This design comes from an exercise in tuning for small area, a short achievable clock period and few clock cycles per item on the open sky130 flow, not from production work. In this exercise RTL edits were held to simulation tests only and were not proved equivalent to the original. No activity file was given, so power comes from the tool's default toggle rates.

==> flow/design.v (outline; a module is shown in full before it is edited, if it fits) <==
// module fullAdd: 10 lines
// module ppNor: 7 lines
// module halfAdd: 9 lines
// module aluTop: 2518 lines
module aluTop (
	input  logic        clk,
	input  logic        rstN,
	input  logic        start,
	input  logic [15:0] a,
	input  logic [15:0] b,
	input  logic [3:0]  op,
	output logic        done,
	output logic [31:0] result,
	output logic [1:0]  error
);
  // ...
==> flow/flow/run.sh <==
#!/bin/bash
# Standard ORFS layout with these changes to how it is made (the clock period and
# the constraints are unchanged):
#  - the resizer's setup repair aims for a margin below the clock period;
#  - clock tree synthesis clusters more sinks per buffer and adds no dummy loads;
#  - the port buffers start as buf_2 (the resizer may still size them).
set -euo pipefail
export SETUP_SLACK_MARGIN=21.5
export CTS_ARGS="-sink_clustering_enable -repair_clock_nets -sink_clustering_size 30 -sink_clustering_max_diameter 80 -dont_use_dummy_load"
export BUFFER_PORTS_ARGS="-buffer_cell sky130_fd_sc_hd__buf_2"
bash standard.sh > standard_flow.log 2>&1
==> flow/standard.sh <==
#!/bin/bash
# synth_recipe.tcl (not shown) runs the flow's synth.tcl, then flattens the netlist and writes it again
# the make line also repeats each setting of config.mk as NAME=value (left out here)
make -C /OpenROAD-flow-scripts/flow DESIGN_CONFIG=/design/flow/config.mk WORK_HOME=/design/flow/orfs CLKGATE_MAP_FILE= SYNTH_SCRIPT=/design/flow/synth_recipe.tcl "${@:-finish}"
==> flow/config.mk <==
export PLATFORM = sky130hd
export DESIGN_NAME = aluTop
export DESIGN_NICKNAME = aluTop
export VERILOG_FILES = /design/flow/design.v
export SDC_FILE = /design/flow/constraint.sdc
export NUM_CORES = 4
export LEC_CHECK = 0
export CAP_MARGIN = 20
export CORE_MARGIN = 2
export CORE_UTILIZATION = 75
export SLEW_MARGIN = 20
export SYNTH_HIERARCHICAL = 1
export SYNTH_MINIMUM_KEEP_SIZE = 0
==> flow/constraint.sdc <==
create_clock -name core_clock -period 28.0 [get_ports {clk}]
set_input_delay 5.6000 -clock core_clock [delete_from_list [all_inputs] [get_ports {clk}]]
set_output_delay 5.6000 -clock core_clock [all_outputs]
set_load 0.01 [all_outputs]
==> impl_metrics.ini, run 1 <==
[die]
n_tap_cell = 335
die_h_microns = 166.7
row_count = 59

[run_status]
status = no timing/DRC/antenna violations

[grt]
use_met3_pct = 6.797
grt_pass1_vias = 16377

[pwr]
p_int_mw = 0.9778
switching_share_pct = 44.85
powerComb_mw = 1.15
irDropWorstVdd_uv = 220.1

[sta]
rsz0062_at_grt = true
finalSetupViolations = 0
hold-worst-slack_ns = 0.3285

[synth]
synth.area.top_cells = dfxtp_1, fa_1, ha_1, nor2_1, mux2_2
synth_top_family_by_area = adder cells
syn_area_sq_um = 19850

[clock_network]
cts-resized-gates = 15

[worst_setup_path]
r2r_slack_ns = 21.61
rr_worst_depth = 17
worstPathCellList = buf_6

[detailed_routing]
dr.max_layer_used = met4
wl_met2_microns = 25280
drt-vias-per-instance = 6.416
met1_length_microns = 18890
drcViolationCount = 0

[placement]
io_buffers = 73
place_ws_ns = 20.95
placed_cell_area_sq_um = 20690

[final_layout]
top_register = result
fin_cells = 2454
Testbench counts, summed over its fixed seeds: cycles 8,040, items 8,000.
==> inputs of run 2 (changes only) <==
--- a/flow/config.mk
+++ b/flow/config.mk
@@ -7,7 +7,7 @@
 export LEC_CHECK = 0
 export CAP_MARGIN = 20
 export CORE_MARGIN = 2
-export CORE_UTILIZATION = 75
+export CORE_UTILIZATION = 65
 export SLEW_MARGIN = 20
 export SYNTH_HIERARCHICAL = 1
 export SYNTH_MINIMUM_KEEP_SIZE = 0
==> impl_metrics.ini, run 2 <==
[run_status]
status = no timing/DRC/antenna violations

[clock_network]
tritoncts = yes
cts-root-buf = clkbuf_16
clock_path_buffers = 3
clk_pin_slew_ns = 0.10
insertion_delay_ns = 0.52
cts.htree.levels = 1
cts_made_buffers = 15
clock-sinks = 254

[worst_setup_path]
r2r-end = result[28]$_SDFF_PN0_
crit_buf_inv = 1
worstPathArrival_ns = 1.01
regToRegStartpoint = q4[10]$_DFF_P_
crit_cells = 1
worstPathCellList = buf_6
criticalPathCategory = reg -> out
cp_slowest_cell = dfxtp_2
critPathMaxStageDelay_ns = 0.37
critPathTopFamily = flip-flops
crit_required_ns = 22.40
r2r_slack_ns = 21.74
crit_path_end_kind = primary output
worstPathMaxFanout = 1
rr_worst_depth = 18
crit_end = result[3]
start_kind = register
crit_path_start = result[3]$_DFF_P_

[grt]
grt_overflow = 0
grt_start_max_net_pins = 31
antenna_found_initial = 1
grt_pass1_vias = 15686
grt_use_total_pct = 31.31
grt_pass1_wl_microns = 78210

[pwr]
p_per_area_nw_per_um2 = 78.93
switching_share_pct = 43.19
clkPwrFrac_pct = 12.1
pwr-share-comb_pct = 63.7
p_leak_nw = 9.950
p_int_mw = 0.9757
irDropWorstVdd_uv = 102.2
power_frac_seq_pct = 24.2
power.switching_mw = 0.7417

[sta]
fin_tns_setup_ns = 0
finalCritPeriodShare_pct = 23.59
rsz0062_at_grt = true
max_freq_mhz = 151.4
hold_viol = 0
drv_slew = 0
slew_headroom_pct = 25.44
skew_ns = 0.05929
tightest_slew_ns = 1.117
hold-worst-slack_ns = 0.3204
finalSetupViolations = 0
timing.final.crit_period_ns = 6.605

[synth]
synth.distinct_cells = 77
synth_edf_count = 0
synthArstFlopShare_pct = 0
avgSynthCellArea_sq_um = 9.967
synthTopCellsByCount = nor2_1, dfxtp_1, fa_1
syn-num-nets = 2455
netlist.area_leader.share_pct = 25.61
synth_top_cell_by_area = dfxtp_1
synth_warnings = 7
synthCells = 1992
synth-seq-cells = 254
syn_area_sq_um = 19850
synth_ff_type = dfxtp_1
ys_seq_area_share_pct = 25.61
synth.area.top_cells = dfxtp_1, fa_1, ha_1, nor2_1, mux2_2
synth.most_common_cell = nor2_1

[job]
drv_cap = 0

[detailed_routing]
firstDrtPassIters = 7
wl_per_cell_microns = 19.38
via_count = 15145
drcViolationCount = 0
drt-vias-per-instance = 6.031
ant_nets = 0
drt_wl_total_microns = 48660
drt_first_iter_violations = 1080

[placement]
hpwlAfterDp_microns = 37010
io_buffers = 73
gp_congestion = 0.9350
place_inst = 2455

[final_layout]
layout_commonest_cell = nor2_1
fillers = 2270
area_growth_pct = 9.604
largest_reg_flops = 32
antenna_cells = 0
drive_gt1_share_pct = 13.96
top_register = result
fin_cells = 2511
final_cell_mix = nor2_1, dfxtp_1, fa_1
nets = 2586

[die]
initial_utilization_pct = 66.46
die_w_microns = 178.8
row_count = 63
die-area_sq_um = 31960
ioPinCount = 74
die_h_microns = 178.8
coreArea_sq_um = 29870

[min_path]
hold_path.class = reg -> reg
## run 2: cell types whose count changed in the layout (fill, tap and decap cells not counted), sizes merged
cell,delta
inv,+1
buf,+2
clkinvlp,-1
## run 2: how the worst min path moves through the flow
stage                              start       endpoint  slack [ns]  cells after the start
after global routing       b0[5]$_DFF_P_  b1[5]$_DFF_P_        0.32                      0
final                      b0[5]$_DFF_P_  b1[5]$_DFF_P_        0.32                      0
after detailed placement  q2[11]$_DFF_P_  q3[8]$_DFF_P_        0.31                      0
after global placement     q1[7]$_DFF_P_  q2[4]$_DFF_P_        0.31                      0
after floorplan            o0[0]$_DFF_P_  o1[0]$_DFF_P_        0.31                      0
after CTS                  b0[5]$_DFF_P_  b1[5]$_DFF_P_        0.32                      0
## run 2: worst register-to-register path: stages (launching register included)
cell and delay (ns):
dfxtp_1 0.43, inv_1 0.06, buf_4 0.22, nor2_1 0.20, fa_1 0.47, fa_1 0.59
fa_1 0.45, fa_1 0.46, fa_1 0.53, fa_1 0.53, ha_1 0.38, a21oi_1 0.27
o21ai_0 0.18, a221o_1 0.35, a21oi_1 0.16, o21ai_1 0.18, a21o_1 0.22, a211o_1 0.28
and3_1 0.18
## run 2: per-module statistics from Yosys (local to each module, per instance)
module,cells,cell area [sq um],flops+latches
aluTop,1526,14800,254
ppNor,1,3.754,0
halfAdd,1,12.51,0
fullAdd,1,20.02,0
## run 2: repair_timing
item / in CTS / in global routing
gates resized for setup: 10 / 60
endpoints found under the setup margin: 53 / 81
pin swaps: 2 / 5
buffers inserted: 12 / 29
hold buffers: 0 / 0
## run 2: per-stage QoR
| step | util (%) | instance area, sq um | setup WS (ns) | power (mW) |
|---|---|---|---|---|
| 6_report | 72.84 | 21760 | 21.40 | 1.717 |
| 5_1_grt | 72.84 | 21760 | 21.36 | 1.874 |
| 4_1_cts | 71.28 | 21300 | 21.39 | 1.703 |
| 3_5_place_dp | 69.56 | 20780 | 21.00 | 1.487 |
| 3_3_place_gp | 69.53 | 20770 | 21.04 | 1.459 |
| 2_1_floorplan | - | 19850 | 21.64 | 1.227 |
## run 2: final cells by class
type	count	area (sq um)	share of cell area, %
clock buffers	15	375.4	1.725
inverters	111	442.9	2.035
multi-input cells	1604	14330	65.87
flip-flops and latches	254	5115	23.51
well taps	390	488.0	2.242
repair buffers	137	1006	4.623
## run 2: per-layer routing
metal  track usage [%]  part of all wire (%)  vias up
met1             37.73                    41     7381
met4             10.98                   3.6        0
met2             55.82                    49      526
met5                 0                     0        -
met3             6.043                   6.4      132
li1                  -                     -     7106
## run 2: kinds of logic after synthesis
| logic type | after synthesis | share of synthesized area [%] |
|---|---|---|
| AND/OR/NAND/NOR | 593 | 13.31 |
| adder cells (fa/ha/maj) | 424 | 35.38 |
| AO/OA/AOI/OAI | 358 | 11.85 |
| XOR/XNOR | 131 | 5.779 |
| flip-flops | 254 | 25.61 |
| multiplexers | 98 | 5.439 |
| buffers and inverters | 134 | 2.628 |
## run 2: power groups by stage
stage,clock network [mW],logic [mW],registers (mW)
4_1_cts,0.213,1.08,0.413
3_5_place_dp,0,1.07,0.421
5_1_grt,0.225,1.23,0.419
3_3_place_gp,0,1.04,0.420
2_1_floorplan,0,0.805,0.422
6_report,0.207,1.09,0.416
==> inputs of run 3 (changes only) <==
--- a/flow/flow/run.sh
+++ b/flow/flow/run.sh
@@ -6,6 +6,6 @@
 #  - the port buffers start as buf_2 (the resizer may still size them).
 set -euo pipefail
 export SETUP_SLACK_MARGIN=21.5
-export CTS_ARGS="-sink_clustering_enable -repair_clock_nets -sink_clustering_size 30 -sink_clustering_max_diameter 80 -dont_use_dummy_load"
+export CTS_ARGS="-sink_clustering_enable -repair_clock_nets -sink_clustering_size 30 -sink_clustering_max_diameter 80 -dont_use_dummy_load -branching_point_buffers_distance 2000 -distance_between_buffers 2000"
 export BUFFER_PORTS_ARGS="-buffer_cell sky130_fd_sc_hd__buf_2"
 bash standard.sh > standard_flow.log 2>&1
==> impl_metrics.ini, run 3 <==
[worst_setup_path]
crit_path_end_kind = primary output
critPathMaxStageDelay_ns = 0.37
crit_required_ns = 22.40
worstPathCellList = buf_6
cp_slowest_cell = dfxtp_2
worstPathMaxFanout = 1
crit_buf_inv = 1
worstPathArrival_ns = 1.01
crit_cells = 1
start_kind = register
critPathTopFamily = flip-flops
criticalPathCategory = reg -> out
rr_worst_depth = 18

[placement]
io_buffers = 73
gp_congestion = 0.9350
placed_cell_area_sq_um = 20780
place_ws_ns = 21.00
hpwlAfterDp_microns = 37010

[pwr]
irDropWorstVdd_uv = 102.2
p_per_area_nw_per_um2 = 78.93
p_leak_nw = 9.950
total_power_mw = 1.717

[final_layout]
fillers = 2270
drive_gt1_share_pct = 13.96
area_growth_pct = 9.604
top_register = result
largest_reg_flops = 32
postLayoutCellArea_sq_um = 21760
nets = 2586
layout_commonest_cell = nor2_1
antenna_cells = 0
final_cell_mix = nor2_1, dfxtp_1, fa_1

[sta]
finalSetupViolations = 0
timing.final.crit_period_ns = 6.605
fin_tns_setup_ns = 0
skew_ns = 0.05929
rsz0062_at_grt = true
finalCritPeriodShare_pct = 23.59
tightest_slew_ns = 1.117
drv_slew = 0
slew_headroom_pct = 25.44
hold_viol = 0
max_freq_mhz = 151.4
fin_ws_ns = 21.40

[synth]
synth_warnings = 7
synth_ff_type = dfxtp_1
synthTopCellsByCount = nor2_1, dfxtp_1, fa_1
syn-num-nets = 2455
synth.area.top_cells = dfxtp_1, fa_1, ha_1, nor2_1, mux2_2
synth.distinct_cells = 77
ys_seq_area_share_pct = 25.61
synth-seq-cells = 254
synthCells = 1992
synth.most_common_cell = nor2_1
synth_edf_count = 0
synthArstFlopShare_pct = 0
synth_top_cell_by_area = dfxtp_1
netlist.area_leader.share_pct = 25.61
avgSynthCellArea_sq_um = 9.967
syn_area_sq_um = 19850

[clock_network]
cts.htree.levels = 1
clk_pin_slew_ns = 0.10
insertion_delay_ns = 0.52
cts-root-buf = clkbuf_16
tritoncts = yes
clock-sinks = 254
clock_path_buffers = 3
cts_made_buffers = 15
hold_buffers = 0

[grt]
grt_use_total_pct = 31.31
grt_start_max_net_pins = 31
grt_pass1_wl_microns = 78210
antenna_found_initial = 1
grt_overflow = 0
grt_pass1_vias = 15686

[detailed_routing]
firstDrtPassIters = 7
drcViolationCount = 0
wl_per_cell_microns = 19.38
drt-vias-per-instance = 6.031
drt_wl_total_microns = 48660
ant_nets = 0
drt_first_iter_violations = 1080
via_count = 15145

[die]
ioPinCount = 74
coreArea_sq_um = 29870
die-area_sq_um = 31960
die_w_microns = 178.8
initial_utilization_pct = 66.46
die_h_microns = 178.8
row_count = 63

[min_path]
hold_depth = 0
hold_path.class = reg -> reg

[run_status]
status = no timing/DRC/antenna violations

[job]
drv_cap = 0
run 3: cell counts in the layout (fill, tap and decap cells not counted):
No cell type changed its count.
run 3: cell families (layout without fill, tap and decap cells):
kind of cell | after synthesis | in the layout | share of synthesized area [%]
buffers and inverters | 134 | 263 | 2.628
and+or+nand+nor | 593 | 593 | 13.31
adders and majority gates | 424 | 424 | 35.38
AOI/OAI and AO/OA | 358 | 358 | 11.85
DFF | 254 | 254 | 25.61
xor gates and xnor gates | 131 | 131 | 5.779
muxes | 98 | 98 | 5.439
run 3: modules after synthesis (local to each module, per instance):
module / cells inside / times used
ppNor: 1 / 256
aluTop: 1526 / 1
halfAdd: 1 / 15
fullAdd: 1 / 195
run 3: layer usage:
| metal | up-vias | GRT usage [%] | wire [microns] | part of all wire [%] |
|---|---|---|---|---|
| li1 | 7106 | - | - | - |
| met1 | 7381 | 37.73 | 19780 | 41 |
| met4 | 0 | 10.98 | 1737 | 3.6 |
| met3 | 132 | 6.043 | 3124 | 6.4 |
| met2 | 526 | 55.82 | 24030 | 49 |
| met5 | - | 0 | 0 | 0 |
run 3: cell type report:
class                           instances  area [sq um]  share of cell area [%]
Multi-Input combinational cell       1604         14330                   65.87
Tap cell                              390         488.0                   2.242
Sequential cell                       254          5115                   23.51
Timing Repair Buffer                  137          1006                   4.623
Inverter                              111         442.9                   2.035
Clock buffer                           15         375.4                   1.725
run 3: report_power, final:
part / switching (mW) / internal, mW
Sequential: 0.0219 / 0.394
Combinational: 0.608 / 0.486
Clock: 0.111 / 0.0957
Total: 0.742 / 0.976
run 3: final timing paths:
check                                       start                     to  slack, ns
worst min-delay path                b0[5]$_DFF_P_          b1[5]$_DFF_P_       0.32
worst max-delay path            result[3]$_DFF_P_              result[3]      21.40
worst max register to register     q4[10]$_DFF_P_  result[28]$_SDFF_PN0_      21.74
worst min register to register      b0[5]$_DFF_P_          b1[5]$_DFF_P_       0.32
run 3: what timing repair did:
item                       CTS  global route
setup buffers               12            29
setup endpoints to repair   53            81
gates resized for setup     10            60
pin swaps                    2             5
run 3: stage by stage:
step / hold WS, ns / util [%] / instances
floorplan: 0.3096 / - / 1992
global placement: 0.3096 / 69.53 / 2454
detailed placement: 0.3121 / 69.56 / 2455
CTS: 0.3237 / 71.28 / 2482
global route: 0.3202 / 72.84 / 2511
finish: 0.3204 / 72.84 / 2511

==> port drivers added, routing unchanged <==
No port has a modelled driver above. Below, the same layouts with a new extraction and two added sets of constraints.
Step 1: set_driving_cell puts a clkbuf_16 on clk and a buf_2 on each other input, an assumption about the parent block.
Step 2, shift: input delay + t, output delay - t, t = (earliest + latest rising clock arrival at the registers) / 2. This alone moves slack from input paths to output paths.
a / b / c = ideal ports / drivers / drivers and shift; a / b = the first two.
| run | t, ns | setup WS [ns] | worst setup path at the end |
|---|---|---|---|
| run 1 | 0.534 | 21.399 / 21.348 / 21.156 | input to register |
| run 2 | 0.543 | 21.395 / 21.341 / 21.126 | input to register |
| run 3 | 0.543 | 21.395 / 21.341 / 21.126 | input to register |
After both steps setup and hold are still met in every run listed.
